Source: an optimization exercise on an open RTL-to-GDS flow (aim: small area). Production flows keep margins and buffers that such runs may drop. The RTL was checked by simulation tests, not by an equivalence proof against the original design. Power is estimated from default activity; no workload was simulated.

## run.sh

```bash
#!/bin/bash
# synth_recipe.tcl (not shown) runs the flow's synth.tcl, then flattens the netlist and writes it again
# the make line also repeats each setting of config.mk as NAME=value (left out here)
make -C /OpenROAD-flow-scripts/flow DESIGN_CONFIG=/design/flow/config.mk WORK_HOME=/design/flow/orfs CLKGATE_MAP_FILE= SYNTH_SCRIPT=/design/flow/synth_recipe.tcl finish
```

## config.mk

```make
export PLATFORM = sky130hd
export DESIGN_NAME = writeback_regfile
export DESIGN_NICKNAME = writeback_regfile
export VERILOG_FILES = /design/flow/design.v
export SDC_FILE = /design/flow/constraint.sdc
export NUM_CORES = 4
export LEC_CHECK = 0
export CAP_MARGIN = 20
export CORE_MARGIN = 2
export CORE_UTILIZATION = 30
export SLEW_MARGIN = 20
```

## constraint.sdc

```tcl
create_clock -name core_clock -period 7.0 [get_ports {clock}]
set_input_delay 1.4000 -clock core_clock [delete_from_list [all_inputs] [get_ports {clock}]]
set_output_delay 1.4000 -clock core_clock [all_outputs]
set_load 0.01 [all_outputs]
```

## design.v

```verilog
package writeback_regfile_pkg;
    localparam int WB_XLEN   = 32;
    localparam int REG_NUM   = 32;
    localparam int REG_IDX_W = $clog2(REG_NUM);
    localparam logic [1:0] RES_ALU = 2'b00;
    localparam logic [1:0] RES_MEM = 2'b01;
    localparam logic [1:0] RES_PC4 = 2'b10;
    localparam logic [1:0] RES_IMM = 2'b11;
endpackage
module wb_result_mux
#(
    parameter int W = writeback_regfile_pkg::WB_XLEN
) (
    input  logic [1:0]   ResultSrc,
    input  logic [W-1:0] ALUResult,
    input  logic [W-1:0] ReadData,
    input  logic [W-1:0] PCPlus4,
    input  logic [W-1:0] ExtImm,
    output logic [W-1:0] Result
);
    always_comb begin
        Result = ALUResult;
        case (ResultSrc)
            writeback_regfile_pkg::RES_ALU: Result = ALUResult;
            writeback_regfile_pkg::RES_MEM: Result = ReadData;
            writeback_regfile_pkg::RES_PC4: Result = PCPlus4;
            writeback_regfile_pkg::RES_IMM: Result = ExtImm;
            default: Result = ALUResult;
        endcase
    end
endmodule
module writeback_regfile
#(
    parameter int XLEN  = writeback_regfile_pkg::WB_XLEN,
    parameter int NREG  = writeback_regfile_pkg::REG_NUM,
    parameter int CNT_W = 32
) (
    input  logic                    clock,
    input  logic                    reset,
    input  logic                    RegWrite,
    input  logic [1:0]              ResultSrc,
    input  logic [$clog2(NREG)-1:0] RegAdrWrite,
    input  logic [XLEN-1:0]         ALUResult,
    input  logic [XLEN-1:0]         ReadData,
    input  logic [XLEN-1:0]         PCPlus4,
    input  logic [XLEN-1:0]         ExtImm,
    input  logic [$clog2(NREG)-1:0] Rs1Adr,
    input  logic [$clog2(NREG)-1:0] Rs2Adr,
    output logic [XLEN-1:0]         Rs1Data,
    output logic [XLEN-1:0]         Rs2Data,
    output logic [XLEN-1:0]         Result,
    output logic [CNT_W-1:0]        WbCount
);
    localparam int AW = $clog2(NREG);
    logic [XLEN-1:0]  regs_r [NREG];
    logic [CNT_W-1:0] wb_count_r;
    logic [XLEN-1:0]  result_s;
    logic             commit_s;
    logic [XLEN-1:0]  rs1_data_s;
    logic [XLEN-1:0]  rs2_data_s;
    wb_result_mux #(.W(XLEN)) u_result_mux (
        .ResultSrc (ResultSrc),
        .ALUResult (ALUResult),
        .ReadData  (ReadData),
        .PCPlus4   (PCPlus4),
        .ExtImm    (ExtImm),
        .Result    (result_s)
    );
    assign commit_s = RegWrite && !reset && (RegAdrWrite != {AW{1'b0}});
    always_ff @(posedge clock) begin
        if (reset) begin
            for (int i = 0; i < NREG; i++) begin
                regs_r[i] <= {XLEN{1'b0}};
            end
        end else if (commit_s) begin
            regs_r[RegAdrWrite] <= result_s;
        end
    end
    always_ff @(posedge clock) begin
        if (reset) begin
            wb_count_r <= {CNT_W{1'b0}};
        end else if (commit_s) begin
            wb_count_r <= wb_count_r + {{(CNT_W-1){1'b0}}, 1'b1};
        end else begin
            wb_count_r <= wb_count_r;
        end
    end
    always_comb begin
        rs1_data_s = {XLEN{1'b0}};
        rs2_data_s = {XLEN{1'b0}};
        if (Rs1Adr == {AW{1'b0}}) begin
            rs1_data_s = {XLEN{1'b0}};
        end else if (commit_s && (Rs1Adr == RegAdrWrite)) begin
            rs1_data_s = result_s;
        end else begin
            rs1_data_s = regs_r[Rs1Adr];
        end
        if (Rs2Adr == {AW{1'b0}}) begin
            rs2_data_s = {XLEN{1'b0}};
        end else if (commit_s && (Rs2Adr == RegAdrWrite)) begin
            rs2_data_s = result_s;
        end else begin
            rs2_data_s = regs_r[Rs2Adr];
        end
    end
    assign Rs1Data = rs1_data_s;
    assign Rs2Data = rs2_data_s;
    assign Result  = result_s;
    assign WbCount = wb_count_r;
endmodule
```

==> run notes <==
max-slew violation count=0; fin util=35.4%; CP Capture Type=output pin; Filler Cell Count=18.0k; setup bufs post-CTS=0; post-synthesis cell type count=72; H-Tree Depth=3; Final ANT Viol Nets=0; grt ovf=0; Yosys reg bits=1056; Fin Clk Skew=0.0101 ns; DRC=0; max_slew headroom=18.1%; share of cells above drive strength 1=21.4%; TNS Setup=0 ns; GPL Wtd Cong=0.913; Port Buffers=275; Hold WC Path Type=reg -> reg; die width=438 µm; Final setup viols=0; CTS Buffer Depth=3; LEAKAGE=23.7 nW; DP Wirelength=144000 µm; root buf cell=clkbuf_16; cells after synthesis=4217; WP data required=5.60 ns; maximum fanout along the worst path=10; nets@finish=4552; max_cap viols=0; Worst-path clk slew=0.06 ns; RSZ-0062 raised after global routing=false; vias in the first global route=40.5k; initial antenna violation count=12; IO Pins=276; DR vias=42.2k; number of synthesized flops with an enable pin=1024; hold-fix buffers at CTS=0; largest net degree at the start of global routing=69; synthesis-to-finish area growth=17.3%; Die Height=438 µm; Worst-Skew Late Latency=0.71 ns; core area=188000 µm²; PwrDens=245 nW/µm²; Initial Util=30.2%; CTS buffer count=109; Sink Count=1056; vias per cell=6.03; top_reg_cell synth=edfxtp_1; Resize count post-CTS=0; WL final=235000 µm; DRT iter0 DRCs=7180; critical path arrival=5.15 ns; Cell Rows=159; CTS tree=yes; Achievable Freq=153 MHz; status=no timing/DRC/antenna violations; Pre-antenna DRT Iters=8; first-pass GRT wire length=322000 µm; YS warnings=2; hold_ws=0.501 ns; min setup slack post-route=0.449 ns; syn avg cell area=13.4 µm²; Syn Std Cell Area=56600 µm²; post-route clock period utilization=93.6%; Hold Fails Final Rpt=0; critical path class=in -> out; register area=31400 µm²; Tmin final=6.55 ns; VDD IR-drop max=0.000230 V; multi-input logic area=23300 µm²; WL/cell=33.5 µm; Slew @ Worst Pin=1.23 ns; CP Launch Type=input pin; die area=192000 µm²; Async SR Flop Fraction=0%; Overall Global Routing Usage=23.8%; register area share after synthesis=55.5%; Setup WS pre-CTS=0.299 ns
## state kept, by name, indices dropped and copies added, names as in the netlist
signal / count
regs_r: 1024
wb_count_r: 32
## per-stage QoR
step	area (µm²)	power, mW	instances
global placement	62600	10.1	6787
finish	66300	16.3	6995
floorplan	56700	8.92	4248
detailed placement	62600	10.1	6787
global route	66300	16.6	6994
CTS	66300	16.2	6992
## per-layer routing
metal,vias up,global-route usage [%],part of all wire [%]
met2,3370,35.4,44
met4,6,12.4,6.1
met5,-,0,0.019
li1,16488,-,-
met3,634,6.03,13
met1,21674,32.0,37
## cells in the mapped netlist (all sizes together), types with 42 or more instances
library cell	n	share of area, %
nand2b	49	0.54
mux2i	426	7.5
inv	42	0.28
o21ai	79	0.70
nand2	122	0.81
edfxtp	1024	54
mux4	388	15
a21oi	67	0.59
a221oi	141	2.3
clkbuf	256	1.7
nor2	1023	6.8
buf	186	2.4
## cell usage in the layout, fill, tap and decap left out, types with 32 or more instances in the layout
cell type / n
edfxtp_1: 1024
nor2_1: 1021
mux2i_1: 426
mux4_2: 387
clkdlybuf4s50_1: 260
buf_4: 193
a221oi_1: 130
clkbuf_16: 109
nand2_1: 91
a21oi_1: 66
inv_1: 39
o21ai_0: 39
mux2_2: 38
conb_1: 32
dfxtp_1: 32
## cell families (layout without fill, tap and decap cells)
kind of cell	count (synthesis)	count (layout)	synth area share, %
compound gates	459	459	6.10
xor+xnor	23	23	0.356
fa+ha+maj	1	1	0.0221
buf+inv	484	733	4.42
flops	1056	1056	55.5
mux	852	852	23.8
other cells	1	35	0.00663
simple gates	1341	1341	9.84
## report_power, final
part           internal, mW  switching [mW]  total, mW
Clock                  3.48            2.72       6.20
Sequential             7.27           0.173       7.45
Combinational          1.00            1.61       2.61
## worst max-delay path, cell delays in order
cell and delay [ns]:
clkdlybuf4s50_1 0.67, nor3_2 0.32, a21o_1 0.21, or4_1 0.65, buf_4 0.25, nand2_1 0.23
o22ai_1 0.68, clkdlybuf4s50_1 0.70
## layout make-up
cell class | count | area share [%]
Inverter | 42 | 0.245
Timing Repair Buffer | 486 | 6.99
Multi-Input combinational cell | 2708 | 35.1
Clock inverter | 75 | 1.37
Antenna cell | 3 | 0.0113
Clock buffer | 130 | 4.23
Tap cell | 2495 | 4.70
Sequential cell | 1056 | 47.3
## path summary, 6_finish.rpt
path / slack [ns] / startpoint / endpoint / cells after the start
max: 0.45 / RegAdrWrite[2] / Rs1Data[2] / 8
min: 0.50 / wb_count_r[30] / wb_count_r[30] / 2
max reg2reg: 4.46 / wb_count_r[1] / wb_count_r[31] / 5
min reg2reg: 0.50 / wb_count_r[30] / wb_count_r[30] / 2

separate check: timing with driven ports:
How much do the figures lean on ideal ports? The routed layout below was timed once more, with nothing changed but the port constraints. Step 1 (the two cells are an assumption about what drives the block):
set clk [get_ports {clock}]
set_driving_cell -lib_cell sky130_fd_sc_hd__clkbuf_16 $clk
set_driving_cell -lib_cell sky130_fd_sc_hd__buf_2 [delete_from_list [all_inputs] $clk]
Step 2 also shifts input and output timing later by t, the mid clock arrival at the registers, as if the neighbouring blocks saw the same clock. a / b / c = ideal ports / drivers / drivers and shift; a / b = the first two.
shift t [ns]: 0.833
setup WS [ns]: 0.449 / 0.374 / 0.374
hold WS [ns]: 0.501 / 0.501 / 0.501
latest minus earliest clock arrival (ns): 0.080 / 0.080
worst data-port slew with drivers (ns): 0.16
After both steps setup and hold are still met in this run. For this run, drivers alone change the setup slack by -0.075 ns; drivers and shift together by -0.075 ns.
